From an optimization exercise on the open Yosys and OpenROAD flow, aimed at small area and a short achievable clock period; shortcuts taken in it are not production practice. Where RTL was checked, it was by simulation tests only, not by an equivalence proof against the original.

==> inputs of 12-19 <==
==> flow/design.v <==
module pipelined_div #(
   parameter int unsigned N = 16,
   parameter int unsigned D = 16
) (
   input  logic         clk,
   input  logic         rst,
   input  logic         ce,
   input  logic         in_valid,
   input  logic [N-1:0] dividend,
   input  logic [D-1:0] divisor,
   output logic         out_valid,
   output logic [N-1:0] quotient,
   output logic [D-1:0] remainder
);
   logic [N:0] vld_q;
   always_ff @(posedge clk) begin
      if (!rst) vld_q <= '0;
      else if (ce) vld_q <= {vld_q[N-1:0], in_valid};
   end
   logic [N-1:0] dq_q0;
   logic [D-1:0] div_q0;
   always_ff @(posedge clk) begin
      if (ce) begin
         dq_q0  <= dividend;
         div_q0 <= divisor;
      end
   end
   genvar k;
   generate
      for (k = 0; k < int'(N); k++) begin : g_stage
         logic [N-1:0] dq_in;
         logic [D-1:0] div_in;
         logic [k:0]   trial;
         logic         hi_zero;
         logic         fits;
         logic [k:0]   rem_d;
         logic [N-1:0] dq_d;
         if (k == 0) begin : g_first
            assign dq_in  = dq_q0;
            assign div_in = div_q0;
            assign trial  = ~dq_in[N-1];
         end else begin : g_next
            assign dq_in  = g_stage[k-1].dq_q;
            assign div_in = g_stage[k-1].div_q;
            assign trial  = {g_stage[k-1].rem_q, ~dq_in[N-1]};
         end
         if (k + 1 < int'(D)) begin : g_hi
            assign hi_zero = ~|div_in[D-1:k+1];
         end else begin : g_nohi
            assign hi_zero = 1'b1;
         end
         div_step #(.W(k + 1)) u_step (
            .t    (trial),
            .d    (div_in[k:0]),
            .hz   (hi_zero),
            .fits (fits),
            .rem  (rem_d)
         );
         assign dq_d  = {dq_in[N-2:0], fits};
         logic [k:0]   rem_q;
         logic [N-1:0] dq_q;
         logic [D-1:0] div_q;
         if (k + 1 < int'(N)) begin : g_mid
            always_ff @(posedge clk) begin
               if (ce) begin
                  rem_q <= rem_d;   
                  dq_q  <= dq_d;
                  div_q <= div_in;
               end
            end
         end else begin : g_last
            always_ff @(posedge clk) begin
               if (!rst) begin
                  rem_q <= '0;
                  dq_q  <= '0;
               end else if (ce) begin
                  rem_q <= ~rem_d;
                  dq_q  <= dq_d;
               end
            end
            assign div_q = '0;
         end
      end
   endgenerate
   assign out_valid = vld_q[N];
   assign quotient  = g_stage[N-1].dq_q;
   assign remainder = g_stage[N-1].rem_q;
endmodule
module div_step #(
   parameter int W = 16
) (
   input  logic [W-1:0] t,
   input  logic [W-1:0] d,
   input  logic         hz,
   output logic         fits,
   output logic [W-1:0] rem
);
   localparam int L = (W > 8) ? 4 : (W > 4) ? 3 : (W > 2) ? 2 : 1;
   logic [W-1:0] gg, pp, gt, pt;
   logic [W:0]   b;
   always_comb begin
      gg = t & d;
      pp = t | d;
      for (int l = 0; l < L; l++) begin
         for (int i = 0; i < W; i++) begin
            if ((i + 1) % (2 << l) == 0) begin
               gg[i] = gg[i] | (pp[i] & gg[i-(1<<l)]);
               pp[i] = pp[i] & pp[i-(1<<l)];
            end
         end
      end
      for (int l = L - 2; l >= 0; l--) begin
         for (int i = 0; i < W; i++) begin
            if ((i + 1) % (2 << l) == (1 << l) && i >= (2 << l)) begin
               gg[i] = gg[i] | (pp[i] & gg[i-(1<<l)]);
               pp[i] = pp[i] & pp[i-(1<<l)];
            end
         end
      end
      gt = t & d;
      pt = t | d;
      for (int l = 0; l < L; l++) begin
         for (int i = 0; i < W; i += (2 << l)) begin
            if (i + (1 << l) < W) begin
               gt[i + (1 << l)] = gt[i + (1 << l)] | (pt[i + (1 << l)] & gt[i]);
               pt[i + (1 << l)] = pt[i + (1 << l)] & pt[i];
               gt[i] = gt[i + (1 << l)];
               pt[i] = pt[i + (1 << l)];
            end
         end
      end
      b = {gg, 1'b0};
      fits = hz & ~gt[0];
      rem = t ^ ({W{fits}} & (d ^ b[W-1:0]));
   end
endmodule
==> flow/flow/run.sh <==
#!/bin/bash
# The standard layout, with plain buffers (not delay cells) on the ports.
set -euo pipefail
export BUFFER_PORTS_ARGS="-buffer_cell sky130_fd_sc_hd__buf_2"
bash standard.sh > standard.log 2>&1
==> flow/standard.sh <==
#!/bin/bash
# synth_recipe.tcl (not shown) runs the flow's synth.tcl, then flattens the netlist and writes it again
# the make line also repeats each setting of config.mk as NAME=value (left out here)
make -C /OpenROAD-flow-scripts/flow DESIGN_CONFIG=/design/flow/config.mk WORK_HOME=/design/flow/orfs CLKGATE_MAP_FILE= SYNTH_SCRIPT=/design/flow/synth_recipe.tcl "${@:-finish}"
==> flow/config.mk <==
export PLATFORM = sky130hd
export DESIGN_NAME = pipelined_div
export DESIGN_NICKNAME = pipelined_div
export VERILOG_FILES = /design/flow/design.v
export SDC_FILE = /design/flow/constraint.sdc
export NUM_CORES = 4
export LEC_CHECK = 0
export ABC_AREA = 1
export CAP_MARGIN = 20
export CORE_MARGIN = 2
export CORE_UTILIZATION = 55
export CTS_BUF_LIST = sky130_fd_sc_hd__clkbuf_16
export CTS_CLUSTER_DIAMETER = 100
export CTS_CLUSTER_SIZE = 30
export PLACE_DENSITY = 0.7
export SETUP_SLACK_MARGIN = 1.8
export SLEW_MARGIN = 20
==> flow/constraint.sdc <==
create_clock -name core_clock -period 4.0 [get_ports {clk}]
set_input_delay 0.8000 -clock core_clock [delete_from_list [all_inputs] [get_ports {clk}]]
set_output_delay 0.8000 -clock core_clock [all_outputs]
set_load 0.01 [all_outputs]
==> inputs of 01-02, as changes to 12-19 <==
==> flow/design.v, changed modules only <==
module div_step #(
   parameter int W = 16
) (
   input  logic [W-1:0] t,
   input  logic [W-1:0] d,
   input  logic         hz,
   output logic         fits,
   output logic [W-1:0] rem
);
   localparam int L = (W > 8) ? 4 : (W > 4) ? 3 : (W > 2) ? 2 : 1;
   logic [W-1:0] g [L+1];
   logic [W-1:0] p [L+1];
   logic [W:0]   b;
   always_comb begin
      g[0] = t & d;
      p[0] = t | d;
      for (int l = 0; l < L; l++) begin
         for (int i = 0; i < W; i++) begin
            if (i[l]) begin
               g[l+1][i] = g[l][i] | (p[l][i] & g[l][((i >> l) << l) - 1]);
               p[l+1][i] = p[l][i] & p[l][((i >> l) << l) - 1];
            end else begin
               g[l+1][i] = g[l][i];
               p[l+1][i] = p[l][i];
            end
         end
      end
      b = {g[L], 1'b0};
      fits = hz & ~b[W];
      rem = t ^ ({W{fits}} & (d ^ b[W-1:0]));
   end
endmodule
Settings changed: CTS_CLUSTER_SIZE 30 to 25.
==> inputs of 07-07, as changes to 12-19 <==
==> flow/design.v, changed modules only <==
module pipelined_div #(
   parameter int unsigned N = 16,
   parameter int unsigned D = 16
) (
   input  logic         clk,
   input  logic         rst,
   input  logic         ce,
   input  logic         in_valid,
   input  logic [N-1:0] dividend,
   input  logic [D-1:0] divisor,
   output logic         out_valid,
   output logic [N-1:0] quotient,
   output logic [D-1:0] remainder
);
   logic [N:0] vld_q;
   always_ff @(posedge clk) begin
      if (!rst) vld_q <= '0;
      else if (ce) vld_q <= {vld_q[N-1:0], in_valid};
   end
   logic [N-1:0] dq_q0;
   logic [D-1:0] div_q0;
   always_ff @(posedge clk) begin
      if (ce) begin
         dq_q0  <= dividend;
         div_q0 <= divisor;
      end
   end
   genvar k;
   generate
      for (k = 0; k < int'(N); k++) begin : g_stage
         logic [N-1:0] dq_in;
         logic [D-1:0] div_in;
         logic [k:0]   trial;
         logic         hi_zero;
         logic         fits;
         logic [k:0]   rem_d;
         logic [N-1:0] dq_d;
         if (k == 0) begin : g_first
            assign dq_in  = dq_q0;
            assign div_in = div_q0;
            assign trial  = dq_in[N-1];
         end else begin : g_next
            assign dq_in  = g_stage[k-1].dq_q;
            assign div_in = g_stage[k-1].div_q;
            assign trial  = {g_stage[k-1].rem_q, dq_in[N-1]};
         end
         if (k + 1 < int'(D)) begin : g_hi
            assign hi_zero = ~|div_in[D-1:k+1];
         end else begin : g_nohi
            assign hi_zero = 1'b1;
         end
         div_step #(.W(k + 1)) u_step (
            .t    (trial),
            .d    (div_in[k:0]),
            .hz   (hi_zero),
            .fits (fits),
            .rem  (rem_d)
         );
         assign dq_d  = {dq_in[N-2:0], fits};
         logic [k:0]   rem_q;
         logic [N-1:0] dq_q;
         logic [D-1:0] div_q;
         if (k + 1 < int'(N)) begin : g_mid
            always_ff @(posedge clk) begin
               if (ce) begin
                  rem_q <= rem_d;
                  dq_q  <= dq_d;
                  div_q <= div_in;
               end
            end
         end else begin : g_last
            always_ff @(posedge clk) begin
               if (!rst) begin
                  rem_q <= '0;
                  dq_q  <= '0;
               end else if (ce) begin
                  rem_q <= rem_d;
                  dq_q  <= dq_d;
               end
            end
            assign div_q = '0;
         end
      end
   endgenerate
   assign out_valid = vld_q[N];
   assign quotient  = g_stage[N-1].dq_q;
   assign remainder = g_stage[N-1].rem_q;
endmodule
module div_step #(
   parameter int W = 16
) (
   input  logic [W-1:0] t,
   input  logic [W-1:0] d,
   input  logic         hz,
   output logic         fits,
   output logic [W-1:0] rem
);
   localparam int L = (W > 8) ? 4 : (W > 4) ? 3 : (W > 2) ? 2 : 1;
   logic [W-1:0] g [L+1];
   logic [W-1:0] p [L+1];
   logic [W:0]   b;
   always_comb begin
      g[0] = ~t & d;
      p[0] = ~t | d;
      for (int l = 0; l < L; l++) begin
         for (int i = 0; i < W; i++) begin
            if (i >= (1 << l)) begin
               g[l+1][i] = g[l][i] | (p[l][i] & g[l][i-(1<<l)]);
               p[l+1][i] = p[l][i] & p[l][i-(1<<l)];
            end else begin
               g[l+1][i] = g[l][i];
               p[l+1][i] = p[l][i];
            end
         end
      end
      b = {g[L], 1'b0};
      fits = hz & ~b[W];
      rem = t ^ ({W{fits}} & (d ^ b[W-1:0]));
   end
endmodule
==> flow/run.sh (new file) <==
#!/bin/bash
# synth_recipe.tcl (not shown) runs the flow's synth.tcl, then flattens the netlist and writes it again
# the make line also repeats each setting of config.mk as NAME=value (left out here)
make -C /OpenROAD-flow-scripts/flow DESIGN_CONFIG=/design/flow/config.mk WORK_HOME=/design/flow/orfs CLKGATE_MAP_FILE= SYNTH_SCRIPT=/design/flow/synth_recipe.tcl finish
Settings changed: CORE_UTILIZATION 55 to 40, CTS_BUF_LIST sky130_fd_sc_hd__clkbuf_16 to sky130_fd_sc_hd__clkbuf_4 sky130_fd_sc_hd__clkbuf_8, CTS_CLUSTER_DIAMETER 100 to not set, PLACE_DENSITY 0.7 to not set.
removed: flow/flow/run.sh
removed: flow/standard.sh
==> inputs of 05-21, as changes to 12-19 <==
==> flow/design.v, changed modules only <==
module div_step #(
   parameter int W = 16
) (
   input  logic [W-1:0] t,
   input  logic [W-1:0] d,
   input  logic         hz,
   output logic         fits,
   output logic [W-1:0] rem
);
   localparam int L = (W > 8) ? 4 : (W > 4) ? 3 : (W > 2) ? 2 : 1;
   logic [W-1:0] g [L+1];
   logic [W-1:0] p [L+1];
   logic [W:0]   b;
   always_comb begin
      g[0] = t & d;
      p[0] = t | d;
      for (int l = 0; l < L; l++) begin
         for (int i = 0; i < W; i++) begin
            if (i >= (1 << l)) begin
               g[l+1][i] = g[l][i] | (p[l][i] & g[l][i-(1<<l)]);
               p[l+1][i] = p[l][i] & p[l][i-(1<<l)];
            end else begin
               g[l+1][i] = g[l][i];
               p[l+1][i] = p[l][i];
            end
         end
      end
      b = {g[L], 1'b0};
      fits = hz & ~b[W];
      rem = t ^ ({W{fits}} & (d ^ b[W-1:0]));
   end
endmodule
==> flow/run.sh (new file) <==
#!/bin/bash
# synth_recipe.tcl (not shown) runs the flow's synth.tcl, then flattens the netlist and writes it again
# the make line also repeats each setting of config.mk as NAME=value (left out here)
make -C /OpenROAD-flow-scripts/flow DESIGN_CONFIG=/design/flow/config.mk WORK_HOME=/design/flow/orfs CLKGATE_MAP_FILE= SYNTH_SCRIPT=/design/flow/synth_recipe.tcl finish
Settings changed: CORE_UTILIZATION 55 to 40, CTS_CLUSTER_SIZE 30 to 25, PLACE_DENSITY 0.7 to not set.
removed: flow/flow/run.sh
removed: flow/standard.sh
==> run summary <==
The lowest clock skew belongs to 01-02, the highest to 07-07. In sequential cell count, 12-19 and 01-02 do not differ. Die area: 12-19 < 01-02 < 05-21 < 07-07. Synthesized area, lowest first: 12-19, 01-02, 05-21, 07-07. Synthesized cell count: 12-19 < 01-02 < 05-21 < 07-07. Hold slack: 01-02 < 12-19 < 05-21 < 07-07. Via count, highest first: 07-07, 05-21, 01-02, 12-19. The lowest fmax belongs to 01-02, the highest to 05-21. Register-to-register slack: 01-02 < 07-07 < 12-19 < 05-21.
For 01-02 and 07-07, only the layout was checked, not whether the RTL still works.

## port drivers added, routing unchanged
In the flow no input, the clock included, has a driving cell. The finished layouts below were timed again as built, in two steps. Step 1 (the two cells are an assumption about what drives the block):
set clk [get_ports {clk}]
set_driving_cell -lib_cell sky130_fd_sc_hd__clkbuf_16 $clk
set_driving_cell -lib_cell sky130_fd_sc_hd__buf_2 [delete_from_list [all_inputs] $clk]
Step 2 moves the port delays by t, midway between the first and last clock arrival at a register: inputs arrive t later, outputs are due t later. That takes back most of the time a late clock gives input paths. a / b / c = no drivers / after step 1 / after step 2; a / b = the first two.
run	t (ns)	setup WS [ns]	worst setup path after step 2	worst data-port slew with drivers (ns)
12-19	0.635	1.895 / 1.895 / 1.376	input to register	0.05
01-02	0.675	1.836 / 1.836 / 1.421	input to register	0.06
07-07	0.756	1.864 / 1.841 / 1.606	input to register	0.08
05-21	0.624	1.917 / 1.909 / 1.466	input to register	0.07
After both steps every run listed still meets setup and hold. For 12-19, which loses most, drivers alone change the setup slack by 0.000 ns; drivers and shift together by -0.519 ns.
